This is an optimization exercise on Yosys and OpenROAD, whose aim is small area, a short achievable clock period and few clock cycles, not a production implementation. Only simulation tests tie the RTL to the original design; equivalence was not proved. Power and IR drop assume default switching activity.

wip/maple:
==> flow/design.v (excerpt) <==
module priority_power_sequencer (
  input  logic                  clk,
  input  logic                  rst_n,
  input  logic                  in_valid,
  output logic                  in_stall,
  input  pps_pkg::in_t          in_data,
  output logic                  out_valid,
  input  logic                  out_stall,
  output pps_pkg::out_t         out_data,
  input  logic                  psel,
  input  logic                  penable,
  input  logic                  pwrite,
  input  logic [pps_pkg::PADDR_W-1:0] paddr,
  input  logic [31:0]           pwdata,
  output logic [31:0]           prdata,
  output logic                  pready
);
Size in the first run: ~5,400 cells after synthesis, roughly 300 I/O pins.
Settings: LEC_CHECK=0, CAP_MARGIN=20, CORE_MARGIN=2, CORE_UTILIZATION=50, SETUP_SLACK_MARGIN=2.5, SLEW_MARGIN=20; clock period 8.0 ns.
run.sh (not shown) runs the stock make flow with config.mk's settings and CLKGATE_MAP_FILE= SYNTH_SCRIPT=/design/flow/synth_recipe.tcl, a recipe that flattens the netlist after the stock synthesis.
wip/maple reached the final stage; the timing, DRC and antenna checks on its layout passed.
Testbench counts of wip/maple, summed over its fixed seeds: cycles 16,209.
Edits applied to the flow inputs when going from wip/maple to wip/fjord:
- swapping 50 for 40 in CORE_UTILIZATION
- swapping 2.5 for 3.0 in SETUP_SLACK_MARGIN
--- outcome ---
| number of buffers outside the clock class in the layout | wip/fjord vs wip/maple | 101 higher |. On global-route wire length before repair: wip/fjord sits above wip/maple. Going from wip/maple to wip/fjord, worst hold slack rose by 0.0045 ns, multi-input gate share of total cell area fell by 0.63 points, logic depth of the worst register-to-register path rose by 5, clock power fell by about 1%, synthesized area stayed essentially flat. On minimum period implied by the final worst setup slack, wip/maple loses to wip/fjord.
Setup changes, wip/fjord to wip/cedar
- TNS_END_PERCENT now 100, previously not set
- CORE_UTILIZATION now 50, was 40
==> run summary <==
On wip/cedar: overall track demand over capacity in global routing is 7.7 points higher than what wip/fjord gave. Die area (wip/cedar / wip/fjord): 0.802. Compared wip/fjord against wip/cedar; clock power share within noise. wip/cedar improves on wip/fjord in setup slack. Between wip/cedar and wip/fjord, initial core utilization is higher for wip/cedar, wip/fjord comes in under that.
Setup changes, wip/cedar to wip/umber
- TNS_END_PERCENT: 100 -> unset
- SETUP_SLACK_MARGIN: 3.0 -> 1.5
[summary]
- Sort wip/umber and wip/cedar by cell leakage power desc -> top: wip/cedar
- wip/umber vs wip/cedar on fraction of layout instances using a drive strength above 1: wip/umber is the lower one.
- Post-route worst hold slack for wip/umber: 0.0039 ns up relative to wip/cedar
- Against wip/cedar, wip/umber reports a wire length that is lower.
- The number of iterations in the first detailed-routing pass in wip/umber was lower than what wip/cedar gave.
- Sort wip/umber and wip/cedar by worst setup slack, ascending, and wip/umber comes first.
- The critical path endpoint comes out nsel_r[8] in one run and nsel_r[6] in the other, namely in wip/umber and wip/cedar respectively.
- Cmp wip/umber and wip/cedar / share of power burned in the clock network / lower: wip/cedar
- wip/umber reached the end of the flow, and the finished layout is clean on the timing, DRC and antenna checks.
- wip/cedar has completed all stages; timing, DRC and antenna checks passed.

========
Starting RTL as in the previous note.
Design priority_power_sequencer, start of the top module:
module priority_power_sequencer (
  input  logic                  clk,
  input  logic                  rst_n,
  input  logic                  in_valid,
  output logic                  in_stall,
  input  pps_pkg::in_t          in_data,
  output logic                  out_valid,
  input  logic                  out_stall,
  output pps_pkg::out_t         out_data,
  input  logic                  psel,
  input  logic                  penable,
  input  logic                  pwrite,
  input  logic [pps_pkg::PADDR_W-1:0] paddr,
  input  logic [31:0]           pwdata,
  output logic [31:0]           prdata,
  output logic                  pready
);
==> flow/config.mk <==
export PLATFORM = sky130hd
export DESIGN_NAME = priority_power_sequencer
export DESIGN_NICKNAME = priority_power_sequencer
export VERILOG_FILES = /design/flow/design.v
export SDC_FILE = /design/flow/constraint.sdc
export NUM_CORES = 4
export LEC_CHECK = 0
export CAP_MARGIN = 20
export CORE_MARGIN = 2
export CORE_UTILIZATION = 50
export SETUP_SLACK_MARGIN = 3.0
export SLEW_MARGIN = 20
==> flow/constraint.sdc <==
create_clock -name core_clock -period 8.0 [get_ports {clk}]
set_input_delay 1.6000 -clock core_clock [delete_from_list [all_inputs] [get_ports {clk}]]
set_output_delay 1.6000 -clock core_clock [all_outputs]
set_load 0.01 [all_outputs]
Testbench counts at the start, summed over its fixed seeds: cycles 16,209.
Rerun with:
Settings changed: SETUP_SLACK_MARGIN 3.0 to 3.3.
=> Hold slack is better by 0.0086 ns. Global-route usage went up by 0.54 points. Utilization went up by 1.6 points. Combinational power went up by about 3%. Cell area went up by 2.7%. Total power went up by 2.1%. Routed wire length went up by 1.5%. Register-to-register slack is better by 0.18 ns. Flip-flop and latch count is unchanged. Via count went up by 1.6%. Final cell count went up by 1.3%.
Rerun with:
Settings changed: CORE_UTILIZATION 50 to 65, SETUP_SLACK_MARGIN 3.3 to 2.5.
The changed run ran to the end with no violations.
Combinational power goes down by a few percent.
Worst setup slack degrades by 0.80 ns.
Core utilization goes up by 14 points.
Cell count goes down by a few percent.
Power goes down by a few percent.
Die area goes down by about a fifth.
Sequential share of layout area goes up by 1.9 points.
Area after synthesis stays the same.
Worst hold slack degrades by 0.0093 ns.
Clock skew goes up by 0.026 ns.
Wire length goes down by a few percent.

-- port drivers added, routing unchanged --
The results above use ideal ports. As a check the final layouts listed here were re-extracted and re-timed, cells and wires unchanged. Step 1 assumes that a clkbuf_16 drives the clock port and a buf_2 every other input. Step 2 times the ports against the registers' clock, not the clock port: input delays grow and output delays shrink by t, the midpoint of the rising clock arrivals with the driver on. Three values: ideal, step 1, step 2; two values: the first two.
run	shift t [ns]	setup slack, ns	worst setup path at the end	clock arrival spread, ns	worst slew at a driven data input, ns
wip/maple	0.746	2.490 / 2.490 / 1.832	input to register	0.050 / 0.051	0.14
wip/fjord	0.776	2.895 / 2.895 / 2.268	input to register	0.061 / 0.061	0.19
wip/cedar	0.760	2.922 / 2.922 / 2.347	input to register	0.063 / 0.063	0.14
wip/umber	0.750	1.515 / 1.515 / 1.193	input to register	0.049 / 0.049	0.13
the first run of note 2	0.760	2.922 / 2.922 / 2.347	input to register	0.063 / 0.063	0.14
the second run of note 2	0.756	3.099 / 3.099 / 2.622	input to register	0.032 / 0.032	0.13
the third run of note 2	0.746	2.295 / 2.295 / 1.782	input to register	0.059 / 0.059	0.16
After both steps setup and hold are still met in every run listed. The setup slack of wip/maple, which loses most, moves by 0.000 ns with the drivers and by -0.658 ns with both steps.
